What follows belongs to an exercise in optimizing a design on an open flow for small area, a short achievable clock period and few clock cycles per item; a production flow would make more cautious choices. Where RTL was checked, it was by simulation tests only, not by an equivalence proof against the original. Power and IR drop assume default switching activity.

==> inputs of 12-14 <==
// heater_handle_supervisor
module heater_handle_supervisor (
  input  logic                         clk_i,
  input  logic                         rst_ni,
  input  logic                         in_valid_i,
  output logic                         in_ready_o,
  input  logic [hhs_pkg::InW-1:0]      in_data_i,
  output logic                         out_valid_o,
  input  logic                         out_ready_i,
  output logic [hhs_pkg::OutW-1:0]     out_data_o,
  input  logic                         cfg_valid_i,
  output logic                         cfg_ready_o,
  input  logic [hhs_pkg::CfgIdxW-1:0]  cfg_index_i,
  input  logic [hhs_pkg::CfgDataW-1:0] cfg_data_i
);
Settings: LEC_CHECK=0, CAP_MARGIN=20, CORE_MARGIN=2, CORE_UTILIZATION=40, CTS_BUF_LIST=sky130_fd_sc_hd__clkbuf_8, SLEW_MARGIN=20; clock period 9.0 ns.
standard.sh (not shown) runs the stock make flow with config.mk's settings and CLKGATE_MAP_FILE= SYNTH_SCRIPT=/design/flow/synth_recipe.tcl, a recipe that flattens the netlist after the stock synthesis.
==> flow/flow/run.sh <==
#!/bin/bash
# Layout: the standard flow (standard.sh, which runs the standard synthesis
# unchanged) with two settings changed: the ports are buffered with
# sky130_fd_sc_hd__buf_1 (buffer_ports' own pick is a delay buffer), and the
# timing repair aims for 5.6 ns of setup slack at the design's clock period.
# The make output goes to standard_flow.log; ORFS's logs stay under orfs/logs.
set -euo pipefail
bash standard.sh SETUP_SLACK_MARGIN=5.6 "BUFFER_PORTS_ARGS=-buffer_cell sky130_fd_sc_hd__buf_1" finish > standard_flow.log 2>&1
==> 01-21 (differences from 12-14) <==
--- a/flow/design.v
+++ b/flow/design.v
@@ -18,18 +18,17 @@
   localparam logic [14:0] RstErrorTicks  = 15'd5;
   localparam logic [9:0]  RstMaxTemp     = 10'd520;
   localparam logic [9:0]  RstMinTemp     = 10'd10;
   localparam logic [7:0]  RstMinAir      = 8'd10;
   localparam logic [8:0]  RstCoolLim     = 9'd120;   
   localparam logic [7:0]  RstMaxAirDuty  = 8'd86;    
   localparam logic [7:0]  RstSleepFanDuty = 8'd58;   
-  function automatic logic [7:0] scaled_air(input logic [7:0] level);
+  function automatic logic [4:0] air_step(input logic [7:0] level);
     logic [3:0] r;
     logic       b, c;
-    logic [7:0] a;
     r = {level[3] ^ level[0], level[2:0]};
     case (r)
       4'd0:    b = level != 8'd0;
       4'd1:    b = level > 8'd25;
       4'd2:    b = level > 8'd50;
       4'd3:    b = level > 8'd75;
       4'd4:    b = level > 8'd100;
@@ -38,22 +37,21 @@
       4'd7:    b = level > 8'd175;
       4'd8:    b = level > 8'd200;
       4'd9:    b = level > 8'd225;
       4'd10:   b = level > 8'd250;
       default: b = 1'b0;
     endcase
     c = level[3] & level[0];
-    a = {1'b0, level[7:1]} + {4'd0, level[7:4]};
-    if (c && !b) begin
-      scaled_air = a + 8'd31;
-    end else if (c || !b) begin
-      scaled_air = a + 8'd30;
-    end else begin
-      scaled_air = a + 8'd29;
-    end
+    air_step = {3'b111, c | !b, !(c ^ !b)};
+  endfunction
+  function automatic logic [7:0] air_sum(input logic [7:0] level, input logic [4:0] step);
+    air_sum = {1'b0, level[7:1]} + {4'd0, level[7:4]} + {3'd0, step};
+  endfunction
+  function automatic logic [7:0] scaled_air(input logic [7:0] level);
+    scaled_air = air_sum(level, air_step(level));
   endfunction
   function automatic logic [6:0] temp_duty(input logic [9:0] temp);
     logic [4:0] h;
     h = 5'bx;
     case (temp[7:0])
       8'd70: h = 5'd7;
       8'd71: h = 5'd7;
@@ -426,15 +424,17 @@
   logic [7:0]  max_air_duty;
   logic [7:0]  sleep_fan_duty;
   logic        s0_valid_q;
   logic        s0_docked_q, s0_cold_q, s0_power_q;
   logic [9:0]  s0_temp_q;
   logic        s0_air_low_q;
   logic [7:0]  s0_level_q;
+  logic [1:0]  s0_cold_step_q, s0_hot_step_q;
   logic        in_cold;
+  logic [4:0]  cold_step, hot_step, cfg_step;
   logic        s1_valid_q;
   logic        s1_docked_q, s1_cold_q, s1_sleep_cool_q, s1_air_low_q;
   logic        s1_hot_q, s1_cool_q, s1_fan_off_q;
   logic [7:0]  s1_duty_sel_q;
   logic [7:0]  air_duty, duty_sel;
   logic        sleep_cool;
   logic        work_q, work_d;
@@ -479,29 +479,36 @@
       old_valid_q  <= old_valid_d;
       out_valid_q  <= res_valid_d || old_valid_d;
       in_ready_q   <= !(s0_valid_d && s1_valid_d && res_valid_d && old_valid_d);
     end
   end
   assign in_ready_o = in_ready_q;
   assign in_cold   = (in_data_i[35:34] == hhs_pkg::ModeCold);
+  assign cold_step = hhs_pkg::air_step(in_data_i[7:0]);
+  assign hot_step  = hhs_pkg::air_step(in_data_i[15:8]);
+  assign cfg_step  = hhs_pkg::air_step(cfg_data_i[7:0]);
   always_ff @(posedge clk_i) begin
     if (en0) begin
       s0_docked_q <= !in_data_i[37] && in_data_i[36];
       s0_cold_q   <= in_cold;
       s0_power_q  <= (in_data_i[35:34] == hhs_pkg::ModePower);
       s0_temp_q   <= in_data_i[33:24];
       s0_air_low_q <= in_data_i[23:16] < min_air;
     end
     if (cfg_valid_i) begin
-      s0_level_q <= cfg_data_i[7:0];
+      s0_level_q     <= cfg_data_i[7:0];
+      s0_cold_step_q <= cfg_step[1:0];
+      s0_hot_step_q  <= cfg_step[1:0];
     end else if (en0) begin
-      s0_level_q <= in_cold ? in_data_i[7:0] : in_data_i[15:8];
+      s0_level_q     <= in_cold ? in_data_i[7:0] : in_data_i[15:8];
+      s0_cold_step_q <= cold_step[1:0];
+      s0_hot_step_q  <= hot_step[1:0];
     end
   end
-  assign air_duty = hhs_pkg::scaled_air(s0_level_q);
+  assign air_duty = hhs_pkg::air_sum(s0_level_q, {3'b111, s0_cold_q ? s0_cold_step_q : s0_hot_step_q});
   always_comb begin
     if (s0_cold_q || !s0_docked_q) begin
       duty_sel = air_duty;
     end else if (s0_temp_q >= hhs_pkg::TempFanHigh) begin
       duty_sel = sleep_fan_duty;
     end else if (s0_temp_q >= hhs_pkg::TempFanLow) begin
       duty_sel = {1'b0, hhs_pkg::temp_duty(s0_temp_q)};
==> flow/flow/run.sh (replaced) <==
#!/bin/bash
# Layout: the standard flow (standard.sh, which runs the standard synthesis
# unchanged) with two settings changed: the ports are buffered with
# sky130_fd_sc_hd__buf_1 (buffer_ports' own pick is a delay buffer), and the
# timing repair aims for 6 ns of setup slack at the design's clock period.
# The make output goes to standard_flow.log; ORFS's logs stay under orfs/logs.
set -euo pipefail
bash standard.sh SETUP_SLACK_MARGIN=5.5 "BUFFER_PORTS_ARGS=-buffer_cell sky130_fd_sc_hd__buf_1" finish > standard_flow.log 2>&1
==> 02-03 (differences from 12-14) <==
--- a/flow/design.v
+++ b/flow/design.v
@@ -18,18 +18,17 @@
   localparam logic [14:0] RstErrorTicks  = 15'd5;
   localparam logic [9:0]  RstMaxTemp     = 10'd520;
   localparam logic [9:0]  RstMinTemp     = 10'd10;
   localparam logic [7:0]  RstMinAir      = 8'd10;
   localparam logic [8:0]  RstCoolLim     = 9'd120;   
   localparam logic [7:0]  RstMaxAirDuty  = 8'd86;    
   localparam logic [7:0]  RstSleepFanDuty = 8'd58;   
-  function automatic logic [7:0] scaled_air(input logic [7:0] level);
+  function automatic logic [4:0] air_step(input logic [7:0] level);
     logic [3:0] r;
     logic       b, c;
-    logic [7:0] a;
     r = {level[3] ^ level[0], level[2:0]};
     case (r)
       4'd0:    b = level != 8'd0;
       4'd1:    b = level > 8'd25;
       4'd2:    b = level > 8'd50;
       4'd3:    b = level > 8'd75;
       4'd4:    b = level > 8'd100;
@@ -38,22 +37,21 @@
       4'd7:    b = level > 8'd175;
       4'd8:    b = level > 8'd200;
       4'd9:    b = level > 8'd225;
       4'd10:   b = level > 8'd250;
       default: b = 1'b0;
     endcase
     c = level[3] & level[0];
-    a = {1'b0, level[7:1]} + {4'd0, level[7:4]};
-    if (c && !b) begin
-      scaled_air = a + 8'd31;
-    end else if (c || !b) begin
-      scaled_air = a + 8'd30;
-    end else begin
-      scaled_air = a + 8'd29;
-    end
+    air_step = {3'b111, c | !b, !(c ^ !b)};
+  endfunction
+  function automatic logic [7:0] air_sum(input logic [7:0] level, input logic [4:0] step);
+    air_sum = {1'b0, level[7:1]} + {4'd0, level[7:4]} + {3'd0, step};
+  endfunction
+  function automatic logic [7:0] scaled_air(input logic [7:0] level);
+    scaled_air = air_sum(level, air_step(level));
   endfunction
   function automatic logic [6:0] temp_duty(input logic [9:0] temp);
     logic [4:0] h;
     h = 5'bx;
     case (temp[7:0])
       8'd70: h = 5'd7;
       8'd71: h = 5'd7;
@@ -424,17 +422,19 @@
   logic [7:0]  min_air;
   logic [8:0]  cool_lim;
   logic [7:0]  max_air_duty;
   logic [7:0]  sleep_fan_duty;
   logic        s0_valid_q;
   logic        s0_docked_q, s0_cold_q, s0_power_q;
   logic [9:0]  s0_temp_q;
-  logic        s0_air_low_q;
+  logic [7:0]  s0_air_q;
   logic [7:0]  s0_level_q;
+  logic [1:0]  s0_air_step_q;
   logic        in_cold;
+  logic [4:0]  cold_step, hot_step, cfg_step;
   logic        s1_valid_q;
   logic        s1_docked_q, s1_cold_q, s1_sleep_cool_q, s1_air_low_q;
   logic        s1_hot_q, s1_cool_q, s1_fan_off_q;
   logic [7:0]  s1_duty_sel_q;
   logic [7:0]  air_duty, duty_sel;
   logic        sleep_cool;
   logic        work_q, work_d;
@@ -479,29 +479,34 @@
       old_valid_q  <= old_valid_d;
       out_valid_q  <= res_valid_d || old_valid_d;
       in_ready_q   <= !(s0_valid_d && s1_valid_d && res_valid_d && old_valid_d);
     end
   end
   assign in_ready_o = in_ready_q;
   assign in_cold   = (in_data_i[35:34] == hhs_pkg::ModeCold);
+  assign cold_step = hhs_pkg::air_step(in_data_i[7:0]);
+  assign hot_step  = hhs_pkg::air_step(in_data_i[15:8]);
+  assign cfg_step  = hhs_pkg::air_step(cfg_data_i[7:0]);
   always_ff @(posedge clk_i) begin
     if (en0) begin
       s0_docked_q <= !in_data_i[37] && in_data_i[36];
       s0_cold_q   <= in_cold;
       s0_power_q  <= (in_data_i[35:34] == hhs_pkg::ModePower);
       s0_temp_q   <= in_data_i[33:24];
-      s0_air_low_q <= in_data_i[23:16] < min_air;
+      s0_air_q    <= in_data_i[23:16];
     end
     if (cfg_valid_i) begin
-      s0_level_q <= cfg_data_i[7:0];
+      s0_level_q    <= cfg_data_i[7:0];
+      s0_air_step_q <= cfg_step[1:0];
     end else if (en0) begin
-      s0_level_q <= in_cold ? in_data_i[7:0] : in_data_i[15:8];
+      s0_level_q    <= in_cold ? in_data_i[7:0] : in_data_i[15:8];
+      s0_air_step_q <= in_cold ? cold_step[1:0] : hot_step[1:0];
     end
   end
-  assign air_duty = hhs_pkg::scaled_air(s0_level_q);
+  assign air_duty = hhs_pkg::air_sum(s0_level_q, {3'b111, s0_air_step_q});
   always_comb begin
     if (s0_cold_q || !s0_docked_q) begin
       duty_sel = air_duty;
     end else if (s0_temp_q >= hhs_pkg::TempFanHigh) begin
       duty_sel = sleep_fan_duty;
     end else if (s0_temp_q >= hhs_pkg::TempFanLow) begin
       duty_sel = {1'b0, hhs_pkg::temp_duty(s0_temp_q)};
@@ -512,15 +517,15 @@
   assign sleep_cool = s0_power_q ? ({1'b0, s0_temp_q} <= {2'b0, cool_lim})
                                  : (s0_temp_q <= hhs_pkg::TempSleepCool);
   always_ff @(posedge clk_i) begin
     if (en1) begin
       s1_docked_q     <= s0_docked_q;
       s1_cold_q       <= s0_cold_q;
       s1_sleep_cool_q <= sleep_cool;
-      s1_air_low_q    <= s0_air_low_q;
+      s1_air_low_q    <= s0_air_q < min_air;
       s1_hot_q        <= s0_temp_q >= max_temp;
       s1_cool_q       <= s0_temp_q <= min_temp;
       s1_fan_off_q    <= s0_temp_q < hhs_pkg::TempFanOff;
       s1_duty_sel_q   <= duty_sel;
     end
   end
   hhs_cfg_regs u_cfg (
==> flow/flow/run.sh (replaced) <==
#!/bin/bash
# Layout: the standard flow (standard.sh, which runs the standard synthesis
# unchanged) with two settings changed: the ports are buffered with
# sky130_fd_sc_hd__buf_1 (buffer_ports' own pick is a delay buffer), and the
# timing repair aims for 6 ns of setup slack at the design's clock period.
# The make output goes to standard_flow.log; ORFS's logs stay under orfs/logs.
set -euo pipefail
bash standard.sh SETUP_SLACK_MARGIN=6 "BUFFER_PORTS_ARGS=-buffer_cell sky130_fd_sc_hd__buf_1" finish > standard_flow.log 2>&1
Settings changed: CTS_BUF_LIST sky130_fd_sc_hd__clkbuf_8 to default.
==> notes.md <==
	01-21	02-03	12-14
Critical Path Source	fault_cnt_q[9]	in_data_i[3]	s0_level_q[7]
Comb pwr	0.914 mW	1.05 mW	0.953 mW
Outcome	no timing/DRC/antenna violations	no timing/DRC/antenna violations	no timing/DRC/antenna violations
Number of buffers on the longest clock path	2	3	2
Initial standard-cell utilization of the core	0.4053	0.4079	0.4085
Grt met1 use	0.2638	0.2606	0.2750
Number of flops mapped to enable cells by yosys	53	58	49
Library cell contributing the largest single delay on the critical path	or4b_1	ha_4	edfxtp_1
Detailed Route Iter0 Violations	688	715	619
Post-synthesis area per instance	9.418 um^2	9.451 um^2	9.445 um^2
Vias in the first global route	8981	9311	8851
Wire length on met2	13.33 mm	13.53 mm	13.28 mm
Routed wire per std cell	16.41 um	16.52 um	16.72 um
Post-CTS sizing	2	51	2
Half-perimeter wire length after detailed placement	21.04 mm	21.28 mm	20.88 mm
Count of H-tree levels built during CTS	4	1	4
Post-route insts no fill	1731	1786	1725
Non-Clock Inverter Count	117	124	106
Relative area change from synthesis to final layout	9.191%	17.60%	10.61%
Power density normalized to cell area	216.5 nW/um^2	235.9 nW/um^2	213.2 nW/um^2
Minimum clock period	3.312 ns	3.219 ns	3.223 ns
Testbench counts of 12-14, summed over its fixed seeds: cycles 16,024, items 16,000.
Testbench counts of 01-21, summed over its fixed seeds: cycles 16,024, items 16,000.
For 02-03, only the layout was checked, not whether the RTL still works.

separate check: timing with driven ports:
Ports are ideal in the flow. The routed layouts listed here were re-timed in OpenROAD. Step 1 sets driving cells, clkbuf_16 on the clock port and buf_2 on the other inputs (assumed; they add their load-dependent delay and slew). Step 2 also shifts input and output timing later by t, the mid clock arrival at the registers, as if the neighbouring blocks saw the same clock. Three values: ideal, step 1, step 2; two values: the first two.
| run | t (ns) | setup slack, ns | hold slack, ns |
|---|---|---|---|
| 12-14 | 0.504 | 5.777 / 5.777 / 5.362 | 0.479 / 0.479 / 0.479 |
| 01-21 | 0.522 | 5.688 / 5.688 / 5.221 | 0.496 / 0.496 / 0.496 |
| 02-03 | 0.561 | 5.781 / 5.796 / 5.235 | 0.456 / 0.456 / 0.456 |
After both steps every run listed still meets setup and hold. For 02-03, which loses most, drivers alone change the setup slack by +0.015 ns; drivers and shift together by -0.546 ns.
